This design comes from an exercise in tuning for small area on the open sky130 flow, not from production work. Function was checked by simulation only, so behaviour that the tests miss may differ from the original. Power figures rest on the tool's default switching activity, not on a simulated workload.

**flow/flow/run.sh**
```bash
#!/bin/bash
# Layout flow: the standard flow (standard.sh) step by step, with
#  - the combinational logic of the standard synthesis re-mapped for area
#    (flip-flops untouched; a SAT proof checks the new netlist against the
#    standard one, and the standard netlist is kept if anything fails),
#  - every port still buffered, with buf_1 instead of clkdlybuf4s50_1,
#  - a clock tree of clkbuf_8 with larger sink clusters and no dummy loads.
# Each step's output goes to its own log in this folder.
set -euo pipefail
HERE=$(pwd)
YOSYS=$(command -v yosys || echo "$FLOW_HOME/../tools/install/yosys/bin/yosys")
export BUFFER_PORTS_ARGS="-buffer_cell sky130_fd_sc_hd__buf_1"
export CTS_ARGS="-sink_clustering_enable -repair_clock_nets -dont_use_dummy_load -buf_list sky130_fd_sc_hd__clkbuf_8 -sink_clustering_size 14 -sink_clustering_max_diameter 70"

bash standard.sh synth > synth.log 2>&1

R=$HERE/orfs/results/sky130hd/dmaTop/base
cp "$R/1_2_yosys.v" "$HERE/netlist_standard.v"
export REMAP_LIB="$FLOW_HOME/platforms/sky130hd/lib/sky130_fd_sc_hd__tt_025C_1v80.lib"
export REMAP_IN="$HERE/netlist_standard.v"
export REMAP_OUT="$HERE/netlist_remap.v"
export REMAP_TOP="$FLOW_TOP"
export REMAP_SCRIPT="$HERE/flow/area.abc"
if "$YOSYS" -c flow/remap.tcl > remap.log 2>&1 && "$YOSYS" -c flow/equiv.tcl > equiv.log 2>&1; then
  cp "$REMAP_OUT" "$R/1_2_yosys.v"
  rm -f "$R/1_synth.odb" "$R/1_synth.sdc"
  bash standard.sh synth > synth_remap.log 2>&1
else
  echo "re-map not used" > remap_skipped.log
fi

bash standard.sh floorplan > floorplan.log 2>&1
bash standard.sh place > place.log 2>&1
bash standard.sh cts > cts.log 2>&1
bash standard.sh finish > finish.log 2>&1
```
**flow/flow/area.abc**
```
strash
&get -n
&fraig -x
&put
scorr
dc2
strash
&get -n
&deepsyn -T 120
&put
dch -f
amap
```
**flow/flow/equiv.tcl**
```tcl
# Prove the re-mapped netlist equals the standard one: flip-flops are cut into
# inputs and outputs (paired by instance name), and a SAT proof shows the
# logic between them is the same.
yosys -import
set lib $::env(REMAP_LIB)
foreach {tag f} [list gold $::env(REMAP_IN) gate $::env(REMAP_OUT)] {
  design -reset
  read_liberty -ignore_miss_func $lib
  read_verilog $f
  hierarchy -top $::env(REMAP_TOP)
  blackbox sky130_fd_sc_hd__df* sky130_fd_sc_hd__edf*
  flatten -noscopeinfo
  opt_clean
  expose -evert t:sky130_fd_sc_hd__*
  yosys rename $::env(REMAP_TOP) $tag
  select -module $tag
  write_rtlil $::env(REMAP_OUT).$tag.il
  select -clear
}
design -reset
read_rtlil $::env(REMAP_OUT).gold.il
read_rtlil $::env(REMAP_OUT).gate.il
miter -equiv -flatten -make_assert gold gate miter
hierarchy -top miter
opt -fast
sat -verify -prove-asserts miter
```
**flow/flow/remap.tcl**
```tcl
# Re-map the combinational logic of the standard synthesis netlist with an
# area-oriented ABC script. Flip-flops are kept as they are (same instances,
# names and cell types); only the gates between them change.
yosys -import
set lib $::env(REMAP_LIB)
read_liberty -ignore_miss_func $lib
read_verilog $::env(REMAP_IN)
hierarchy -top $::env(REMAP_TOP)
blackbox sky130_fd_sc_hd__df* sky130_fd_sc_hd__edf*
flatten
opt_clean
abc -liberty $lib -dont_use sky130_fd_sc_hd__probe_p_8 -dont_use sky130_fd_sc_hd__probec_p_8 -dont_use sky130_fd_sc_hd__lpflow_* -script $::env(REMAP_SCRIPT)
opt_clean -purge
hilomap -singleton -hicell sky130_fd_sc_hd__conb_1 HI -locell sky130_fd_sc_hd__conb_1 LO
tee -o $::env(REMAP_OUT).stat stat -liberty $lib
write_verilog -noattr -noexpr -nohex -nodec $::env(REMAP_OUT)
```
**flow/standard.sh**
```bash
#!/bin/bash
# synth_recipe.tcl (not shown) runs the flow's synth.tcl, then flattens the netlist and writes it again
# the make line also repeats each setting of config.mk as NAME=value (left out here)
make -C /OpenROAD-flow-scripts/flow DESIGN_CONFIG=/design/flow/config.mk WORK_HOME=/design/flow/orfs CLKGATE_MAP_FILE= SYNTH_SCRIPT=/design/flow/synth_recipe.tcl "${@:-finish}"
```
**flow/config.mk**
```make
export PLATFORM = sky130hd
export DESIGN_NAME = dmaTop
export DESIGN_NICKNAME = dmaTop
export VERILOG_FILES = /design/flow/design.v
export SDC_FILE = /design/flow/constraint.sdc
export NUM_CORES = 4
export LEC_CHECK = 0
export CAP_MARGIN = 20
export CORE_MARGIN = 2
export CORE_UTILIZATION = 70
export SLEW_MARGIN = 20
```
**flow/constraint.sdc**
```tcl
create_clock -name core_clock -period 10.0 [get_ports {clk}]
set_input_delay 2.0000 -clock core_clock [delete_from_list [all_inputs] [get_ports {clk}]]
set_output_delay 2.0000 -clock core_clock [all_outputs]
set_load 0.01 [all_outputs]
```
**flow/design.v**
```verilog
`default_nettype none
package dmaBusPkg;
  typedef logic [31:0] dmaWordT;
  typedef logic [31:0] dmaAddrT;
  typedef logic [7:0] ioAddrT;  
  typedef enum logic [1:0] {
    sizeHalf = 2'd1,
    sizeWord = 2'd2
  } accessSizeT;
  typedef logic [7:0] lineCountT;
endpackage
`default_nettype wire
`default_nettype none
package dmaRegPkg;
  localparam int unsigned SadOffset = 0;
  localparam int unsigned DadOffset = 4;
  localparam int unsigned CntOffset = 8;
  localparam int unsigned ChannelStride = 12;
  localparam int unsigned CountBits = 14;  
  localparam int unsigned DestCtlPos = 21;
  localparam int unsigned SrcCtlPos = 23;
  localparam int unsigned RepeatBit = 25;
  localparam int unsigned WordBit = 26;
  localparam int unsigned TimingPos = 28;
  localparam int unsigned IrqBit = 30;
  localparam int unsigned EnableBit = 31;
  typedef enum logic [1:0] {
    stepIncrement = 2'd0,
    stepDecrement = 2'd1,
    stepFixed = 2'd2,
    stepIncReload = 2'd3  
  } addrStepT;
  typedef enum logic [1:0] {
    timingImmediate = 2'd0,
    timingVblank = 2'd1,
    timingHblank = 2'd2,
    timingNever = 2'd3
  } startTimingT;
  localparam logic [7:0] VblankLine = 8'd160;
  localparam logic [7:0] HblankDot = 8'd240;
endpackage
`default_nettype wire
`default_nettype none
module dmaTop #(
  parameter int numChannels = 4
) (
  input  logic                   clk,
  input  logic                   rst_b,
  input  logic [7:0]             ioAddr,
  input  logic                   ioWrite,
  input  logic [31:0]            ioWdata,
  output logic [31:0]            ioRdata,
  input  logic [7:0]             vcount,
  input  logic [7:0]             hcount,
  input  logic                   cpuPreemptable,
  output logic                   memActive,
  output logic [31:0]            memAddr,
  output logic                   memWrite,
  output logic [1:0]             memSize,
  output logic [31:0]            memWdata,
  input  logic [31:0]            memRdata,
  input  logic                   memWait,
  output logic [numChannels-1:0] irq
);
  localparam int CountBits = dmaRegPkg::CountBits;
  localparam logic [2:0] sOff   = 3'b000;
  localparam logic [2:0] sIdle  = 3'b001;
  localparam logic [2:0] sQueue = 3'b011;
  localparam logic [2:0] sRead  = 3'b100;
  localparam logic [2:0] sWrite = 3'b110;
  logic [numChannels-1:0][31:0] sad, dad, cnt;
  logic [numChannels-1:0] sadValid, dadValid, cntValid;
  logic [numChannels-1:0] clearEnable;
  always_ff @(posedge clk or negedge rst_b) begin
    if (!rst_b) begin
      sadValid <= '0;
      dadValid <= '0;
      cntValid <= '0;
    end else begin
      for (int ch = 0; ch < numChannels; ch++) begin
        if (ioWrite && ioAddr == 8'(ch * 12 + 0)) sadValid[ch] <= 1'b1;
        if (ioWrite && ioAddr == 8'(ch * 12 + 4)) dadValid[ch] <= 1'b1;
        if (ioWrite && ioAddr == 8'(ch * 12 + 8)) cntValid[ch] <= 1'b1;
      end
    end
  end
  always_ff @(posedge clk) begin
    for (int ch = 0; ch < numChannels; ch++) begin
      if (clearEnable[ch]) cnt[ch][dmaRegPkg::EnableBit] <= 1'b0;
      if (ioWrite && ioAddr == 8'(ch * 12 + 0)) sad[ch] <= ioWdata;
      if (ioWrite && ioAddr == 8'(ch * 12 + 4)) dad[ch] <= ioWdata;
      if (ioWrite && ioAddr == 8'(ch * 12 + 8)) cnt[ch] <= ioWdata;
    end
  end
  always_comb begin
    ioRdata = '0;
    for (int ch = 0; ch < numChannels; ch++) begin
      ioRdata = ioRdata | (sad[ch] & {32{ioAddr == 8'(ch * 12 + 0) && sadValid[ch]}}) |
                (dad[ch] & {32{ioAddr == 8'(ch * 12 + 4) && dadValid[ch]}}) |
                (cnt[ch] & {32{ioAddr == 8'(ch * 12 + 8) && cntValid[ch]}});
    end
  end
  logic [numChannels-1:0][2:0] state;
  logic [numChannels-1:0][31:0] srcAddr, destAddr;
  logic [numChannels-1:0][CountBits-1:0] unitsLeft;  
  logic [numChannels-1:0] active, writing, preempted, owner;
  logic [31:0] dataLatch;
  logic [31:0] stepped;
  logic ownWord, ownDec;
  logic [CountBits-1:0] ownUnits, ownUnitsNext;
  logic ownDone;
  logic vblank, hblank;
  assign vblank = vcount == dmaRegPkg::VblankLine;
  assign hblank = hcount == dmaRegPkg::HblankDot;
  always_comb begin
    logic higher;
    higher = 1'b0;
    for (int ch = 0; ch < numChannels; ch++) begin
      active[ch] = state[ch][2];
      writing[ch] = state[ch][2] & state[ch][1];
      preempted[ch] = higher;
      owner[ch] = active[ch] & ~higher;
      higher = higher | active[ch];
    end
  end
  always_comb begin
    memAddr = '0;
    memWrite = 1'b0;
    ownWord = 1'b0;
    ownDec = 1'b0;
    ownUnits = '0;
    for (int ch = 0; ch < numChannels; ch++) begin
      memAddr = memAddr | (srcAddr[ch] & {32{owner[ch] & ~writing[ch]}}) |
                (destAddr[ch] & {32{writing[ch]}});
      memWrite = memWrite | writing[ch];
      ownWord = ownWord | (owner[ch] & cnt[ch][dmaRegPkg::WordBit]);
      ownUnits = ownUnits | (unitsLeft[ch] & {CountBits{writing[ch]}});
      ownDec = ownDec | (owner[ch] & ~writing[ch] & cnt[ch][dmaRegPkg::SrcCtlPos +: 2] == 2'd1) |
               (writing[ch] & cnt[ch][dmaRegPkg::DestCtlPos +: 2] == 2'd1);
    end
  end
  assign memActive = |active;
  assign memSize = {ownWord, ~ownWord};
  assign memWdata = {ownWord ? dataLatch[31:16] : dataLatch[15:0], dataLatch[15:0]};
  always_comb begin
    logic carry;
    stepped[0] = memAddr[0];
    stepped[1] = memAddr[1] ^ ~ownWord;
    carry = ownWord | (memAddr[1] ^ ownDec);
    for (int i = 2; i < 32; i++) begin
      stepped[i] = memAddr[i] ^ carry;
      carry = carry & (memAddr[i] ^ ownDec);
    end
  end
  always_comb begin
    logic borrow;
    borrow = 1'b1;
    for (int i = 0; i < CountBits; i++) begin
      ownUnitsNext[i] = ownUnits[i] ^ borrow;
      borrow = borrow & ~ownUnits[i];
    end
  end
  assign ownDone = ownUnits == CountBits'(1);
  logic readDone, readHigh, readLow;
  assign readDone = memActive && !memWrite && !memWait;
  assign readHigh = readDone && !ownWord && memAddr[1];
  assign readLow = readDone && (ownWord || !memAddr[1]);
  always_ff @(posedge clk) begin
    dataLatch[15:0] <= (memRdata[15:0] & {16{readLow}}) | (memRdata[31:16] & {16{readHigh}}) |
                       (dataLatch[15:0] & {16{!readDone}});
    dataLatch[31:16] <= (memRdata[31:16] & {16{readDone && ownWord}}) |
                        (dataLatch[31:16] & {16{!readDone}});
  end
  for (genvar ch = 0; ch < numChannels; ch++) begin : chanGen
    logic enable, repeatMode, wordSize, irqEnable;
    logic [1:0] srcCtl, destCtl, timing;
    logic start, canBegin, unitsDone, lastWriteDone, loadAll;
    assign destCtl = cnt[ch][dmaRegPkg::DestCtlPos +: 2];
    assign srcCtl = cnt[ch][dmaRegPkg::SrcCtlPos +: 2];
    assign repeatMode = cnt[ch][dmaRegPkg::RepeatBit];
    assign wordSize = cnt[ch][dmaRegPkg::WordBit];
    assign timing = cnt[ch][dmaRegPkg::TimingPos +: 2];
    assign irqEnable = cnt[ch][dmaRegPkg::IrqBit];
    assign enable = cnt[ch][dmaRegPkg::EnableBit] && cntValid[ch];
    assign start = cpuPreemptable && (timing == 2'd0 || (timing == 2'd1 && vblank) ||
                                      (timing == 2'd2 && hblank));
    assign canBegin = !preempted[ch] && !memWait && !(memActive && !memWrite);
    assign unitsDone = ownDone;
    assign lastWriteDone = writing[ch] && !memWait && unitsDone;
    assign loadAll = state[ch] == sOff && enable;
    assign irq[ch] = lastWriteDone && irqEnable;
    assign clearEnable[ch] = lastWriteDone && !repeatMode;
    always_ff @(posedge clk or negedge rst_b) begin
      if (!rst_b) state[ch] <= sOff;
      else begin
        case (state[ch])
          sOff: if (enable) state[ch] <= sIdle;
          sIdle: begin
            if (!enable) state[ch] <= sOff;
            else if (start) state[ch] <= canBegin ? sRead : sQueue;
          end
          sRead: begin
            if (preempted[ch]) state[ch] <= sQueue;
            else if (!memWait) state[ch] <= sWrite;
          end
          sWrite: begin
            if (!memWait) begin
              if (unitsDone) state[ch] <= repeatMode ? sIdle : sOff;
              else if (!enable) state[ch] <= sOff;
              else state[ch] <= sRead;
            end
          end
          default: begin  
            if (!enable) state[ch] <= sOff;
            else if (canBegin) state[ch] <= sRead;
          end
        endcase
      end
    end
    logic srcLoad, srcStep, srcHold, destLoad, destStep, destHold;
    assign srcLoad = loadAll && sadValid[ch];
    assign srcStep = owner[ch] && !writing[ch] && !memWait && srcCtl != 2'd2;
    assign srcHold = !loadAll && !srcStep;
    assign destLoad = (loadAll || (lastWriteDone && repeatMode && destCtl == 2'd3));
    assign destStep = writing[ch] && !memWait && destCtl != 2'd2 && !destLoad;
    assign destHold = !destLoad && !destStep;
    always_ff @(posedge clk) begin
      srcAddr[ch] <= (sad[ch] & {32{srcLoad}}) | (stepped & {32{srcStep}}) |
                     (srcAddr[ch] & {32{srcHold}});
      destAddr[ch] <= (dad[ch] & {32{destLoad && dadValid[ch]}}) | (stepped & {32{destStep}}) |
                      (destAddr[ch] & {32{destHold}});
    end
    logic unitsLoad, unitsStep;
    assign unitsLoad = loadAll || (lastWriteDone && repeatMode);
    assign unitsStep = writing[ch] && !memWait && !unitsLoad;
    always_ff @(posedge clk) begin
      unitsLeft[ch] <= (cnt[ch][CountBits-1:0] & {CountBits{unitsLoad}}) |
                       (ownUnitsNext & {CountBits{unitsStep}}) |
                       (unitsLeft[ch] & {CountBits{!unitsLoad && !unitsStep}});
    end
  end
endmodule
`default_nettype wire
```
==> out/qor.csv <==
stage,metric,value,unit
outcome,outcome,timing/DRC/antenna clean,
clock_network,CTS tree,yes,
worst_setup_path,"setup slack, reg-to-reg",1.49,ns
flow_run,Max-Cap Viols,0,
detailed_routing,remaining antenna violation count,0,
timing,Setup TNS Final,0,ns
timing,actual slew at the worst max-slew pin,1.28,ns
worst_setup_path,Setup crit start kind,flip-flop,
min_path,Worst Hold Launch,dataLatch[17]$_DFF_P_,
clock_network,CTS Sinks,752,
worst_setup_path,Worst setup EP type,flip-flop,
worst_setup_path,CP arrival,9.18,ns
worst_setup_path,CP most frequent cell,clkinv_1,
grt,all-layer global routing usage,0.540,
worst_setup_path,critical path's slowest cell,a21oi_1,
worst_setup_path,largest stage delay on the critical path,0.59,ns
clock_network,"Clk Latency, worst-skew pair",0.76,ns
detailed_routing,WL final,120000,um
floorplan,FP Rows,74,
detailed_routing,DRC Markers,0,
place,pre-CTS setup slack,1.97,ns
power_and_ir_drop,Clock Power Share,0.154,
clock_network,hold buffers post-CTS,0,
power_and_ir_drop,cell internal pwr,5.60,mW
grt,first-pass GRT wire length,170000,um
worst_setup_path,crit-path max FO,35,
timing,# setup viols final,0,
place,DPL Wire Length,71300,um
min_path,Hold Crit Depth,2,
grt,global route total overflow,0,
grt,largest net degree at the start of global routing,36,
worst_setup_path,crit path kind,flip-flop to flip-flop,
floorplan,Starting Density,0.713,
floorplan,die width,209,um
power_and_ir_drop,sequential power share,0.449,
final_layout,fin nets,2896,
power_and_ir_drop,Pleak,10.9,nW
timing,worst setup margin,1.49,ns
power_and_ir_drop,PwrDens,300,mW/mm2
timing,"Slew Viols, Final",0,
grt,initial antenna violation count,9,
power_and_ir_drop,net load switching power,4.12,mW
logic_synthesis,Mean Syn Cell Area,11.8,um2
power_and_ir_drop,Worst IR Drop VDD,197,uV
logic_synthesis,syn_nets,2566,
clock_network,Resized cells post-CTS,0,
clock_network,Inserted Clock Buffers,59,
clock_network,# H-tree levels,2,
floorplan,Core ar.,0.0411,mm2
timing,period utilisation layout,0.851,
detailed_routing,Pre-antenna DRT Iters,15,
clock_network,Root Buffer,clkbuf_8,
timing,unrepaired setup endpoints after global routing,false,
detailed_routing,vias per cell,8.12,
logic_synthesis,"Cell Area, Synth",0.0293,mm2
place,placed cell count,3273,
worst_setup_path,Worst Path Required,10.67,ns
floorplan,top-level port count,197,
clock_network,clk buf depth,3,
min_path,min-delay worst type,flip-flop to flip-flop,
final_layout,share of layout cells above drive strength 1,0.0639,
floorplan,Die ar.,0.0435,mm2
detailed_routing,DR iter-0 viols,6603,
worst_setup_path,Worst Reg-to-Reg Cells,44,
timing,clk_skew,0.0488,ns
min_path,Hold EP,dataLatch[17]$_DFF_P_,
place,IO buf count,196,
timing,relative slew slack,0.143,
timing,fmax,118,MHz
power_and_ir_drop,Comb pwr share,0.397,
final_layout,Syn-to-layout area delta,10.6,%
power_and_ir_drop,Sw Ratio,0.424,
floorplan,die height,209,um
timing,minimum clock period,8.51,ns
final_layout,"Cell Count, Final, Fillers Out",3336,
logic_synthesis,synth warn,1,
detailed_routing,drt wl/cell,35.8,um
place,GPL Wtd Cong,1.06,
timing,final hold vios,0,
logic_synthesis,Gate Count Post-Synth,2473,
clock_network,clock slew at reported path FFs,0.10,ns
detailed_routing,via count of the routed design,27100,
clock_network,setup bufs post-CTS,0,
grt,vias in the first global route,26100,
worst_setup_path,Worst R2R End,srcAddr[63]$_DFF_P_,
worst_setup_path,worst r2r src,state[2]$_DFFE_PN0P_,
[worst max path at each step]
stage / endpoint / from
floorplan: destAddr[127]$_DFF_P_ / state[8]$_DFFE_PN0P_
global placement: srcAddr[127]$_DFF_P_ / state[2]$_DFFE_PN0P_
detailed placement: destAddr[63]$_DFF_P_ / state[2]$_DFFE_PN0P_
CTS: srcAddr[63]$_DFF_P_ / state[2]$_DFFE_PN0P_
global route: srcAddr[63]$_DFF_P_ / state[2]$_DFFE_PN0P_
finish: srcAddr[63]$_DFF_P_ / state[2]$_DFFE_PN0P_
[placed cells by master (no fill, tap or decap), types with 11 or more instances in the layout]
cell type and n:
o221ai_1 35, a221oi_1 58, nor3_2 12, a22o_1 35, nand3_1 11, clkinv_1 260, nand4b_1 14, a22oi_1 276
o22ai_1 53, edfxtp_1 384, o21ai_0 326, a222oi_1 157, clkbuf_8 59, dfrtp_1 24, a221o_1 14, buf_1 196
buf_4 72, nand2_1 132, nor2b_1 11, nor3_1 29, o211ai_1 11, nor2_4 29, a21oi_1 27, dfxtp_1 344
nor2_1 151
[critical path, delay by kind of cell, from the launching register on]
kind	cells	cell delay, ns
compound gates	19	3.50
simple gates	8	1.28
flops	1	0.50
buf+inv	17	3.17
[layout make-up]
cell class / instances / area [um2]
sequential: 752 / 19000
multi-input combinational: 1460 / 9620
fill: 2551 / 8700
timing repair buffer: 269 / 1300
inverter: 261 / 980
clock buffer: 59 / 812
tap: 532 / 666
antenna: 3 / 7.51
[state kept, by name (all words and copies together) (netlist names), 12 cells and up]
name	count
sad	128
srcAddr	128
dataLatch	32
destAddr	128
state	12
unitsLeft	56
dad	128
cnt	128
[metrics by stage]
step | instance area [um2] | utilization | hold slack [ns] | power (mW)
2_1_floorplan | 29300 | - | 0.431 | 6.51
3_3_place_gp | 31600 | 0.767 | 0.443 | 7.83
3_5_place_dp | 31600 | 0.768 | 0.450 | 8.02
4_1_cts | 32400 | 0.788 | 0.466 | 9.43
5_1_grt | 32400 | 0.788 | 0.485 | 10.0
6_report | 32400 | 0.788 | 0.466 | 9.72
[power groups by stage]
stage	combinational (mW)	clock, mW	sequential [mW]
2_1_floorplan	2.23	0	4.28
3_3_place_gp	3.47	0	4.36
3_5_place_dp	3.62	0	4.40
4_1_cts	3.64	1.45	4.33
5_1_grt	4.03	1.56	4.41
6_report	3.86	1.49	4.36
[layer usage]
| metal | global-route usage | vias up | share of wire |
|---|---|---|---|
| met5 | 0 | - | 0.00074 |
| met4 | 0.370 | 10 | 0.090 |
| met3 | 0.287 | 941 | 0.21 |
| met2 | 0.742 | 3202 | 0.39 |
| met1 | 0.656 | 12400 | 0.31 |
| li1 | - | 10600 | - |

## what the ideal ports hide
How much do the figures lean on ideal ports? The routed layout below was timed once more, with nothing changed but the port constraints.
Step 1 assumes that a clkbuf_16 drives the clock port and a buf_2 every other input.
Step 2 moves the port delays by t, midway between the first and last clock arrival at a register: inputs arrive t later, outputs are due t later. That takes back most of the time a late clock gives input paths.
Three values: no drivers, after step 1, after step 2; two values: the first two.
t, ns: 0.790
slack for setup (ns): 1.490 / 1.490 / 1.490
cell pins on the clock port's net: 1
After both steps setup and hold are still met in this run. The setup slack of this run moves by 0.000 ns with the drivers and by 0.000 ns with both steps.
